Source: an optimization exercise on an open RTL-to-GDS flow (aim: small area and few clock cycles). Production flows keep margins and buffers that such runs may drop.
Only simulation tests tie the RTL to the original design; equivalence was not proved.
Power is estimated from default activity; no workload was simulated.

==> flow/design.v <==
`timescale 1ns/1ps
package axi_read_pkg;
    typedef logic [31:0] axi_addr_t;     
    typedef logic [63:0] axi_data_t;     
    typedef logic [7:0]  axi_len_t;      
    typedef enum logic [2:0] {
        SIZE_1B, SIZE_2B, SIZE_4B, SIZE_8B,
        SIZE_16B, SIZE_32B, SIZE_64B, SIZE_128B
    } axi_size_e;
    typedef enum logic [1:0] {FIXED = 2'd0, INCR = 2'd1, WRAP = 2'd2} axi_burst_e;
    typedef enum logic [2:0] {
        IDLE, LINE_ADDR, LINE_BURST, WAIT_ROOM, FRAME_REQ, FRAME_UPDATE, RESYNC
    } fetch_state_e;
endpackage
`timescale 1ns/1ps
package video_stream_pkg;
    typedef logic [7:0] vid_byte_t;
    typedef struct packed {
        logic        sof;    
        logic [63:0] data;
    } tagged_beat_t;
    typedef logic [$clog2(16 + 1) - 1:0] fifo_level_t;
endpackage
`timescale 1ns/1ps
module byte_pick3 (
    input  logic [2:0]  sel_i,
    input  logic [23:0] bytes_i,
    output logic [7:0]  byte_n_o
);
    assign byte_n_o = ~(({8{sel_i[0]}} & bytes_i[7:0]) |
                        ({8{sel_i[1]}} & bytes_i[15:8]) |
                        ({8{sel_i[2]}} & bytes_i[23:16]));
endmodule
module byte_serializer #(
    parameter int N = 32                 
) (
    input  logic [N-1:0]   sel_i,        
    input  logic [N*8-1:0] bytes_i,
    output logic [7:0]     byte_o
);
    localparam int G = (N + 2) / 3;      
    logic [3*G-1:0]   sel;
    logic [3*G*8-1:0] bytes;
    logic [7:0]       group_n [0:G-1];
    assign sel   = (3*G)'(sel_i);
    assign bytes = (3*G*8)'(bytes_i);
    for (genvar g = 0; g < G; g++)
    begin : g_group
        byte_pick3 u_pick3 (
            .sel_i    (sel[3*g +: 3]),
            .bytes_i  (bytes[24*g +: 24]),
            .byte_n_o (group_n[g])
        );
    end
    always_comb
    begin
        byte_o = '0;
        for (int g = 0; g < G; g++)
            byte_o = byte_o | ~group_n[g];
    end
endmodule
`timescale 1ns/1ps
module uvc_frame_reader (
    input  logic                        axi_clk,
    input  logic                        rst_n,
    input  axi_read_pkg::axi_addr_t     frame_buffer_addr_i,
    output logic                        next_frame_buffer_request_o,
    output axi_read_pkg::axi_addr_t     araddr_o,
    output axi_read_pkg::axi_len_t      arlen_o,
    output axi_read_pkg::axi_size_e     arsize_o,
    output axi_read_pkg::axi_burst_e    arburst_o,
    output logic                        arvalid_o,
    input  logic                        arready_i,
    input  axi_read_pkg::axi_data_t     rdata_i,
    input  logic                        rvalid_i,
    output logic                        rready_o,
    input  logic                        vf_sof_i,
    input  logic                        uvc_ready_i,
    output logic                        vf_valid_o,
    output video_stream_pkg::vid_byte_t vf_byte_o
);
    localparam int BEATS = (16 / 4);    
    logic [63:0] slot_q [0:BEATS-1];
    logic [2:0]  wcnt_q;      
    logic [2:0]  rcnt_q;      
    logic [2:0]  idx_q;       
    logic [1:0]  line_q;      
    logic take, last_byte, mismatch, accept, raise_now, bypass, frame_start;
    assign arlen_o   = axi_read_pkg::axi_len_t'(BEATS - 1);
    assign arsize_o  = axi_read_pkg::SIZE_8B;
    assign arburst_o = axi_read_pkg::INCR;
    assign rready_o  = 1'b1;
    assign araddr_o  = {frame_buffer_addr_i[31:11] +
                        (32 - 11)'(line_q),
                        frame_buffer_addr_i[11-1:0]};
    assign arvalid_o = raise_now;
    assign next_frame_buffer_request_o = (line_q == 2'd0) && (wcnt_q == 3'd0);
    assign bypass     = (rcnt_q == wcnt_q);
    assign vf_valid_o = !rcnt_q[2] && (!bypass || rvalid_i);
    logic [32:0] pick_sel;
    always_comb
    begin
        for (int i = 0; i < 32; i++)
            pick_sel[i] = !bypass && ({rcnt_q[1:0] - wcnt_q[1:0], idx_q} == 5'(i));
        pick_sel[32] = bypass;
    end
    byte_serializer #(.N(33)) u_pick (
        .sel_i   (pick_sel),
        .bytes_i ({rdata_i[7:0], slot_q[3], slot_q[2], slot_q[1], slot_q[0]}),
        .byte_o  (vf_byte_o)
    );
    assign frame_start = (line_q == 2'd1) && (rcnt_q[1:0] == 2'd0) && (idx_q == 3'd0);
    assign take      = vf_valid_o && uvc_ready_i;
    assign last_byte = (idx_q == 3'd7);
    assign mismatch  = take && vf_sof_i && !frame_start;
    assign accept    = arvalid_o && arready_i;
    assign raise_now = wcnt_q[2] &&
                       (rcnt_q[2] ||
                        (rcnt_q[1:0] == 2'd3 && last_byte && take && !vf_sof_i));
    always_ff @(posedge axi_clk or negedge rst_n)
    begin
        if (!rst_n)
        begin
            wcnt_q    <= 3'd4;
            rcnt_q    <= 3'd4;
            idx_q     <= '0;
            line_q    <= '0;
        end
        else
        begin
            if (accept)
                wcnt_q <= '0;
            else if (rvalid_i)
                wcnt_q <= wcnt_q + 1'b1;
            if (mismatch)
            begin
                rcnt_q <= 3'd4;
                idx_q  <= '0;
                line_q <= '0;
            end
            else
            begin
                if (accept)
                    rcnt_q <= '0;
                else if (take && last_byte)
                    rcnt_q <= rcnt_q + 1'b1;
                if (take)
                    idx_q <= idx_q + 1'b1;
                if (accept)
                    line_q <= line_q + 1'b1;
            end
        end
    end
    always_ff @(posedge axi_clk)
    begin
        if (rvalid_i)
        begin
            for (int k = 0; k < BEATS - 1; k++)
                slot_q[k] <= slot_q[k + 1];
            slot_q[BEATS-1] <= rdata_i;
        end
    end
endmodule
export LEC_CHECK = 0
export CAP_MARGIN = 0
export CORE_MARGIN = 2
export CORE_UTILIZATION = 75
export SLEW_MARGIN = 0
export SYNTH_HIERARCHICAL = 1
export SYNTH_MINIMUM_KEEP_SIZE = 0
create_clock -name core_clock -period 5.0 [get_ports {axi_clk}]
standard.sh (not shown) runs the stock make flow with config.mk's settings and CLKGATE_MAP_FILE= SYNTH_SCRIPT=/design/flow/synth_recipe.tcl, a recipe that flattens the netlist after the stock synthesis.
==> flow/flow/run.sh <==
#!/bin/bash
# layout flow: the standard flow, with the smallest buffer on the ports, a
# clock tree of fewer, smaller buffers without dummy loads, placement that
# does not keep its timing-driven buffering, and one tie cell per constant
export BUFFER_PORTS_ARGS="-buffer_cell sky130_fd_sc_hd__buf_1"
export CTS_ARGS="-sink_clustering_enable -repair_clock_nets -dont_use_dummy_load -buf_list sky130_fd_sc_hd__clkbuf_8 -sink_clustering_size 20 -sink_clustering_max_diameter 60"
export GPL_KEEP_OVERFLOW=0
export SKIP_REPAIR_TIE_FANOUT=1
bash standard.sh > standard.log 2>&1
The first run finished clean.
Testbench counts at the start, summed over its fixed seeds: cycles 19,354.
Rerun with:
==> flow/flow/run.sh (replaced) <==
#!/bin/bash
# layout flow: the standard flow, with the smallest buffer on the ports, a
# clock tree of fewer, smaller buffers without dummy loads, placement that
# does not keep its timing-driven buffering, and one tie cell per constant
export BUFFER_PORTS_ARGS="-buffer_cell sky130_fd_sc_hd__buf_1"
export CTS_ARGS="-sink_clustering_enable -repair_clock_nets -dont_use_dummy_load -buf_list sky130_fd_sc_hd__clkbuf_8 -sink_clustering_size 24 -sink_clustering_max_diameter 45"
export GPL_KEEP_OVERFLOW=0
export SKIP_REPAIR_TIE_FANOUT=1
bash standard.sh > standard.log 2>&1
Settings changed: CORE_UTILIZATION 75 to 60.
Via count is lower by a few percent.
Wire length fell by a few percent.
Critical path depth went down by 1.
Total power increases by a few percent.
Setup slack is better by 0.094 ns.
Utilization falls by 15 points.
Clock-buffer cell count increases by 10.
Rerun with:
==> flow/run.sh (new file) <==
#!/bin/bash
# synth_recipe.tcl (not shown) runs the flow's synth.tcl, then flattens the netlist and writes it again
# the make line also repeats each setting of config.mk as NAME=value (left out here)
make -C /OpenROAD-flow-scripts/flow DESIGN_CONFIG=/design/flow/config.mk WORK_HOME=/design/flow/orfs CLKGATE_MAP_FILE= SYNTH_SCRIPT=/design/flow/synth_recipe.tcl finish
Settings changed: CAP_MARGIN 0 to 20, CORE_UTILIZATION 60 to 40, CTS_BUF_LIST from default to sky130_fd_sc_hd__clkbuf_8, CTS_CLUSTER_DIAMETER from default to 60, CTS_CLUSTER_SIZE from default to 20, SLEW_MARGIN 0 to 20.
removed: flow/flow/run.sh
removed: flow/standard.sh
Outcome:
- die area is higher by 48%
- clock skew is lower by 0.032 ns
- synthesized cell count is unchanged
- final area is higher by 7.8%
Rerun with:
==> flow/flow/run.sh (new file) <==
#!/bin/bash
# layout flow: the standard flow, with the smallest buffer on the ports, a
# clock tree of fewer, smaller buffers without dummy loads, placement that
# does not keep its timing-driven buffering, and one tie cell per constant
export BUFFER_PORTS_ARGS="-buffer_cell sky130_fd_sc_hd__buf_1"
export CTS_ARGS="-sink_clustering_enable -repair_clock_nets -dont_use_dummy_load -buf_list sky130_fd_sc_hd__clkbuf_8 -sink_clustering_size 20 -sink_clustering_max_diameter 60"
export GPL_KEEP_OVERFLOW=0
export SKIP_REPAIR_TIE_FANOUT=1
bash standard.sh > standard.log 2>&1
==> flow/standard.sh (new file) <==
#!/bin/bash
# synth_recipe.tcl (not shown) runs the flow's synth.tcl, then flattens the netlist and writes it again
# the make line also repeats each setting of config.mk as NAME=value (left out here)
make -C /OpenROAD-flow-scripts/flow DESIGN_CONFIG=/design/flow/config.mk WORK_HOME=/design/flow/orfs CLKGATE_MAP_FILE= SYNTH_SCRIPT=/design/flow/synth_recipe.tcl "${@:-finish}"
Settings changed: CAP_MARGIN 20 to 0, CORE_UTILIZATION 40 to 60, CTS_BUF_LIST sky130_fd_sc_hd__clkbuf_8 to default, CTS_CLUSTER_DIAMETER 60 to default, CTS_CLUSTER_SIZE 20 to default, SLEW_MARGIN 20 to 0.
removed: flow/run.sh
Final area decreases by a little under a tenth.
Area after synthesis does not change.
Sequential power barely changes.
Via count fell by a few percent.
Clock-buffer cell count drops by 1.
Worst hold slack loses 0.022 ns.
Sequential cell count does not change.
Synthesized cell count is unchanged.
Setup slack improves by 0.20 ns.
Routed wire length shrinks by a little under a tenth.
Power is lower by a little under a tenth.

## what the ideal ports hide
No port has a modelled driver above. Below, the same layouts with a new extraction and two added sets of constraints.
Step 1: set_driving_cell puts a clkbuf_16 on axi_clk and a buf_2 on each other input, an assumption about the parent block.
Step 2 moves the port delays by t, midway between the first and last clock arrival at a register: inputs arrive t later, outputs are due t later. That takes back most of the time a late clock gives input paths.
Three values: no drivers, after step 1, after step 2; two values: the first two.
run | shift t [ns] | setup slack, ns | worst setup path at the end
the first run | 0.538 | 0.141 / 0.105 / 0.642 | register to output
the second run | 0.567 | 0.235 / 0.198 / 0.765 | register to output
the third run | 0.558 | 0.105 / 0.065 / 0.156 | input to output
the fourth run | 0.538 | 0.309 / 0.272 / 0.811 | register to output
After both steps setup and hold are still met in every run listed.
